This design comes from an exercise in tuning for small area on the open sky130 flow, not from production work.
Function was checked by simulation only, so behaviour that the tests miss may differ from the original.
Power and IR drop assume default switching activity.

==> module map_store, before the edit <==
module map_store #(
  parameter int MAP_COLS = 28,
  parameter int MAP_ROWS = 36
) (
  input  wire logic                vga_pix_clk,
  input  wire logic                rst,
  input  wire game_pkg::tile_pos_t rd_addr,
  output logic                     rd_eaten,
  input  wire game_pkg::tile_pos_t pb_addr,
  input  wire logic                pb_we,
  output logic                     pb_eaten,
  output logic                     map_ready
);
  localparam int FILL_CYCLES = MAP_COLS * MAP_ROWS + 1;
  function automatic logic [9:0] lfsr_step(input logic [9:0] s);
    lfsr_step = {s[8:0], ~(s[9] ^ s[6])};
  endfunction
  function automatic logic [9:0] lfsr_at(input int n);
    logic [9:0] s;
    s = '0;
    for (int i = 0; i < n; i++) s = lfsr_step(s);
    lfsr_at = s;
  endfunction
  localparam logic [9:0] LFSR_LAST = lfsr_at(FILL_CYCLES - 1);
  logic [9:0] lfsr;
  logic       ready_q;
  always_ff @(posedge vga_pix_clk) begin
    if (rst) begin
      lfsr    <= '0;
      ready_q <= 1'b0;
    end else begin
      lfsr    <= lfsr_step(lfsr);
      ready_q <= ready_q | (lfsr == LFSR_LAST);
    end
  end
  assign map_ready = ready_q;
  function automatic logic is_wall(input int c, input int r);
    is_wall = (c == 0) || (c == MAP_COLS - 1) || (r == 0) || (r == MAP_ROWS - 1) ||
              ((c % 4 == 2) && (r % 4 == 2));
  endfunction
  function automatic int line_tiles(input int len, input bit pillars);
    line_tiles = pillars ? (len - 2) - ((len - 4) / 4 + 1) : len - 2;
  endfunction
  function automatic int line_tile(input int k, input bit pillars);
    line_tile = pillars ? k + 1 + (k + 2) / 3 : k + 1;
  endfunction
  function automatic int row_tiles(input int r);
    row_tiles = (r == 0 || r == MAP_ROWS - 1) ? 0 : line_tiles(MAP_COLS, r % 4 == 2);
  endfunction
  function automatic int col_tiles(input int c);
    col_tiles = (c == 0 || c == MAP_COLS - 1) ? 0 : line_tiles(MAP_ROWS, c % 4 == 2);
  endfunction
  logic [MAP_ROWS-1:0] pb_row, rd_row;
  logic [MAP_COLS-1:0] pb_col, rd_col;
  logic [MAP_ROWS-1:0] pb_hits;
  logic [MAP_COLS-1:0] rd_hits;
  wire  [MAP_ROWS-1:0][MAP_COLS-1:0] eaten;
  always_comb begin
    for (int r = 0; r < MAP_ROWS; r++) begin
      pb_row[r] = (pb_addr.row == 6'(r));
      rd_row[r] = (rd_addr.row == 6'(r));
    end
    for (int c = 0; c < MAP_COLS; c++) begin
      pb_col[c] = (pb_addr.col == 6'(c));
      rd_col[c] = (rd_addr.col == 6'(c));
    end
  end
  for (genvar r = 0; r < MAP_ROWS; r++) begin : g_row
    localparam int N  = row_tiles(r);
    localparam int NG = (N + 2) / 3;
    for (genvar c = 0; c < MAP_COLS; c++) begin : g_wall
      if (is_wall(c, r)) begin : g_w
        assign eaten[r][c] = 1'b0;
      end
    end
    if (N == 0) begin : g_none
      assign pb_hits[r] = 1'b0;
    end else begin : g_some
      logic [N-1:0]  q, pb_sel;
      logic [NG-1:0] pb_grp_n;
      for (genvar k = 0; k < N; k++) begin : g_tile
        localparam int C = line_tile(k, r % 4 == 2);
        logic bit_q;
        always_ff @(posedge vga_pix_clk) begin
          if (rst) begin
            bit_q <= 1'b0;
          end else if (pb_we && pb_row[r] && pb_col[C]) begin
            bit_q <= 1'b1;
          end
        end
        assign q[k]        = bit_q;
        assign pb_sel[k]   = pb_col[C];
        assign eaten[r][C] = bit_q;
      end
      for (genvar g = 0; g < NG; g++) begin : g_grp
        localparam int W = (N - 3 * g < 3) ? N - 3 * g : 3;
        if (W == 3) begin : g_3
          aoi222 u_pb (.a(pb_sel[3*g +: 3]), .b(q[3*g +: 3]), .y_n(pb_grp_n[g]));
        end else if (W == 2) begin : g_2
          assign pb_grp_n[g] = !((pb_sel[3*g] & q[3*g]) | (pb_sel[3*g+1] & q[3*g+1]));
        end else begin : g_1
          assign pb_grp_n[g] = !(pb_sel[3*g] & q[3*g]);
        end
      end
      assign pb_hits[r] = !(&pb_grp_n);
    end
  end
  for (genvar c = 0; c < MAP_COLS; c++) begin : g_rcol
    localparam int N  = col_tiles(c);
    localparam int NG = (N + 2) / 3;
    if (N == 0) begin : g_none
      assign rd_hits[c] = 1'b0;
    end else begin : g_some
      logic [N-1:0]  q, rd_sel;
      logic [NG-1:0] rd_grp_n;
      for (genvar k = 0; k < N; k++) begin : g_tile
        localparam int R = line_tile(k, c % 4 == 2);
        assign q[k]      = eaten[R][c];
        assign rd_sel[k] = rd_row[R];
      end
      for (genvar g = 0; g < NG; g++) begin : g_grp
        localparam int W = (N - 3 * g < 3) ? N - 3 * g : 3;
        if (W == 3) begin : g_3
          aoi222 u_rd (.a(rd_sel[3*g +: 3]), .b(q[3*g +: 3]), .y_n(rd_grp_n[g]));
        end else if (W == 2) begin : g_2
          assign rd_grp_n[g] = !((rd_sel[3*g] & q[3*g]) | (rd_sel[3*g+1] & q[3*g+1]));
        end else begin : g_1
          assign rd_grp_n[g] = !(rd_sel[3*g] & q[3*g]);
        end
      end
      assign rd_hits[c] = !(&rd_grp_n);
    end
  end
  assign rd_eaten = |(rd_hits & rd_col);
  assign pb_eaten = |(pb_hits & pb_row);
endmodule
export LEC_CHECK = 0
export CAP_MARGIN = 0
export CORE_MARGIN = 2
export CORE_UTILIZATION = 30
export SLEW_MARGIN = 0
export SYNTH_HIERARCHICAL = 1
export SYNTH_MINIMUM_KEEP_SIZE = 0
create_clock -name core_clock -period 10.0 [get_ports {vga_pix_clk}]
standard.sh (not shown) runs the stock make flow with config.mk's settings and CLKGATE_MAP_FILE= SYNTH_SCRIPT=/design/flow/synth_recipe.tcl, a recipe that flattens the netlist after the stock synthesis.
==> flow/flow/run.sh <==
#!/bin/bash
# Own layout flow: the standard flow (standard.sh, with the standard
# synthesis unchanged), except that clock tree synthesis inserts no dummy
# loads and builds the tree from clkbuf_4 cells, and the ports are buffered
# with the smallest buffer. make's output goes to standard_flow.log; each
# ORFS step keeps its own log under orfs/logs/.
set -euo pipefail
export CTS_ARGS="-sink_clustering_enable -repair_clock_nets -dont_use_dummy_load -buf_list {sky130_fd_sc_hd__clkbuf_4} -sink_clustering_size 10 -sink_clustering_max_diameter 50"
export BUFFER_PORTS_ARGS="-buffer_cell sky130_fd_sc_hd__buf_1"
bash standard.sh finish > standard_flow.log 2>&1
Then changed:
--- a/flow/design.v
+++ b/flow/design.v
@@ -98,6 +98,5 @@
   logic [MAP_ROWS-1:0] pb_row, rd_row;
   logic [MAP_COLS-1:0] pb_col, rd_col;
-  logic [MAP_ROWS-1:0] pb_hits;
-  logic [MAP_COLS-1:0] rd_hits;
+  logic [MAP_COLS-1:0] pb_hits, rd_hits;
   wire  [MAP_ROWS-1:0][MAP_COLS-1:0] eaten;
   always_comb begin
@@ -113,5 +112,4 @@
   for (genvar r = 0; r < MAP_ROWS; r++) begin : g_row
     localparam int N  = row_tiles(r);
-    localparam int NG = (N + 2) / 3;
     for (genvar c = 0; c < MAP_COLS; c++) begin : g_wall
       if (is_wall(c, r)) begin : g_w
@@ -119,34 +117,15 @@
       end
     end
-    if (N == 0) begin : g_none
-      assign pb_hits[r] = 1'b0;
-    end else begin : g_some
-      logic [N-1:0]  q, pb_sel;
-      logic [NG-1:0] pb_grp_n;
-      for (genvar k = 0; k < N; k++) begin : g_tile
-        localparam int C = line_tile(k, r % 4 == 2);
-        logic bit_q;
-        always_ff @(posedge vga_pix_clk) begin
-          if (rst) begin
-            bit_q <= 1'b0;
-          end else if (pb_we && pb_row[r] && pb_col[C]) begin
-            bit_q <= 1'b1;
-          end
+    for (genvar k = 0; k < N; k++) begin : g_tile
+      localparam int C = line_tile(k, r % 4 == 2);
+      logic bit_q;
+      always_ff @(posedge vga_pix_clk) begin
+        if (rst) begin
+          bit_q <= 1'b0;
+        end else if (pb_we && pb_row[r] && pb_col[C]) begin
+          bit_q <= 1'b1;
         end
-        assign q[k]        = bit_q;
-        assign pb_sel[k]   = pb_col[C];
-        assign eaten[r][C] = bit_q;
       end
-      for (genvar g = 0; g < NG; g++) begin : g_grp
-        localparam int W = (N - 3 * g < 3) ? N - 3 * g : 3;
-        if (W == 3) begin : g_3
-          aoi222 u_pb (.a(pb_sel[3*g +: 3]), .b(q[3*g +: 3]), .y_n(pb_grp_n[g]));
-        end else if (W == 2) begin : g_2
-          assign pb_grp_n[g] = !((pb_sel[3*g] & q[3*g]) | (pb_sel[3*g+1] & q[3*g+1]));
-        end else begin : g_1
-          assign pb_grp_n[g] = !(pb_sel[3*g] & q[3*g]);
-        end
-      end
-      assign pb_hits[r] = !(&pb_grp_n);
+      assign eaten[r][C] = bit_q;
     end
   end
@@ -156,11 +135,13 @@
     if (N == 0) begin : g_none
       assign rd_hits[c] = 1'b0;
+      assign pb_hits[c] = 1'b0;
     end else begin : g_some
-      logic [N-1:0]  q, rd_sel;
-      logic [NG-1:0] rd_grp_n;
+      logic [N-1:0]  q, rd_sel, pb_sel;
+      logic [NG-1:0] rd_grp_n, pb_grp_n;
       for (genvar k = 0; k < N; k++) begin : g_tile
         localparam int R = line_tile(k, c % 4 == 2);
         assign q[k]      = eaten[R][c];
         assign rd_sel[k] = rd_row[R];
+        assign pb_sel[k] = pb_row[R];
       end
       for (genvar g = 0; g < NG; g++) begin : g_grp
@@ -168,15 +149,19 @@
         if (W == 3) begin : g_3
           aoi222 u_rd (.a(rd_sel[3*g +: 3]), .b(q[3*g +: 3]), .y_n(rd_grp_n[g]));
+          aoi222 u_pb (.a(pb_sel[3*g +: 3]), .b(q[3*g +: 3]), .y_n(pb_grp_n[g]));
         end else if (W == 2) begin : g_2
           assign rd_grp_n[g] = !((rd_sel[3*g] & q[3*g]) | (rd_sel[3*g+1] & q[3*g+1]));
+          assign pb_grp_n[g] = !((pb_sel[3*g] & q[3*g]) | (pb_sel[3*g+1] & q[3*g+1]));
         end else begin : g_1
           assign rd_grp_n[g] = !(rd_sel[3*g] & q[3*g]);
+          assign pb_grp_n[g] = !(pb_sel[3*g] & q[3*g]);
         end
       end
       assign rd_hits[c] = !(&rd_grp_n);
+      assign pb_hits[c] = !(&pb_grp_n);
     end
   end
   assign rd_eaten = |(rd_hits & rd_col);
-  assign pb_eaten = |(pb_hits & pb_row);
+  assign pb_eaten = |(pb_hits & pb_col);
 endmodule
 `default_nettype wire
Clock skew went down by 0.0050 ns.
Sequential power stays flat.
Worst setup slack gains 0.73 ns.
Count of clock-buffer cells in the layout is higher by 5.
Cell area rises by about 0.47%.
Area after synthesis hardly moves.
Worst hold slack gets better by 0.070 ns.
Global-route usage climbs by 0.77 points.
Wire length is higher by about 3.6%.
Via count rises by about 1.6%.

static timing again, ports no longer ideal:
The flow's constraints put no driver on any port. The routed layouts listed below were extracted and timed again, unchanged, in two steps. Step 1 sets driving cells, clkbuf_16 on the clock port and buf_2 on the other inputs (assumed; they add their load-dependent delay and slew). Step 2 moves the port delays by t, midway between the first and last clock arrival at a register: inputs arrive t later, outputs are due t later. That takes back most of the time a late clock gives input paths. a / b / c = ideal / step 1 / step 2; a / b = the first two.
run	t (ns)	setup slack, ns	clock arrival spread, ns
the first run	1.046	3.410 / 3.410 / 2.783	0.134 / 0.134
the second run	1.036	4.142 / 4.142 / 3.273	0.129 / 0.129
After both steps setup and hold are still met in every run listed. For the second run, which loses most, drivers alone change the setup slack by 0.000 ns; drivers and shift together by -0.869 ns.
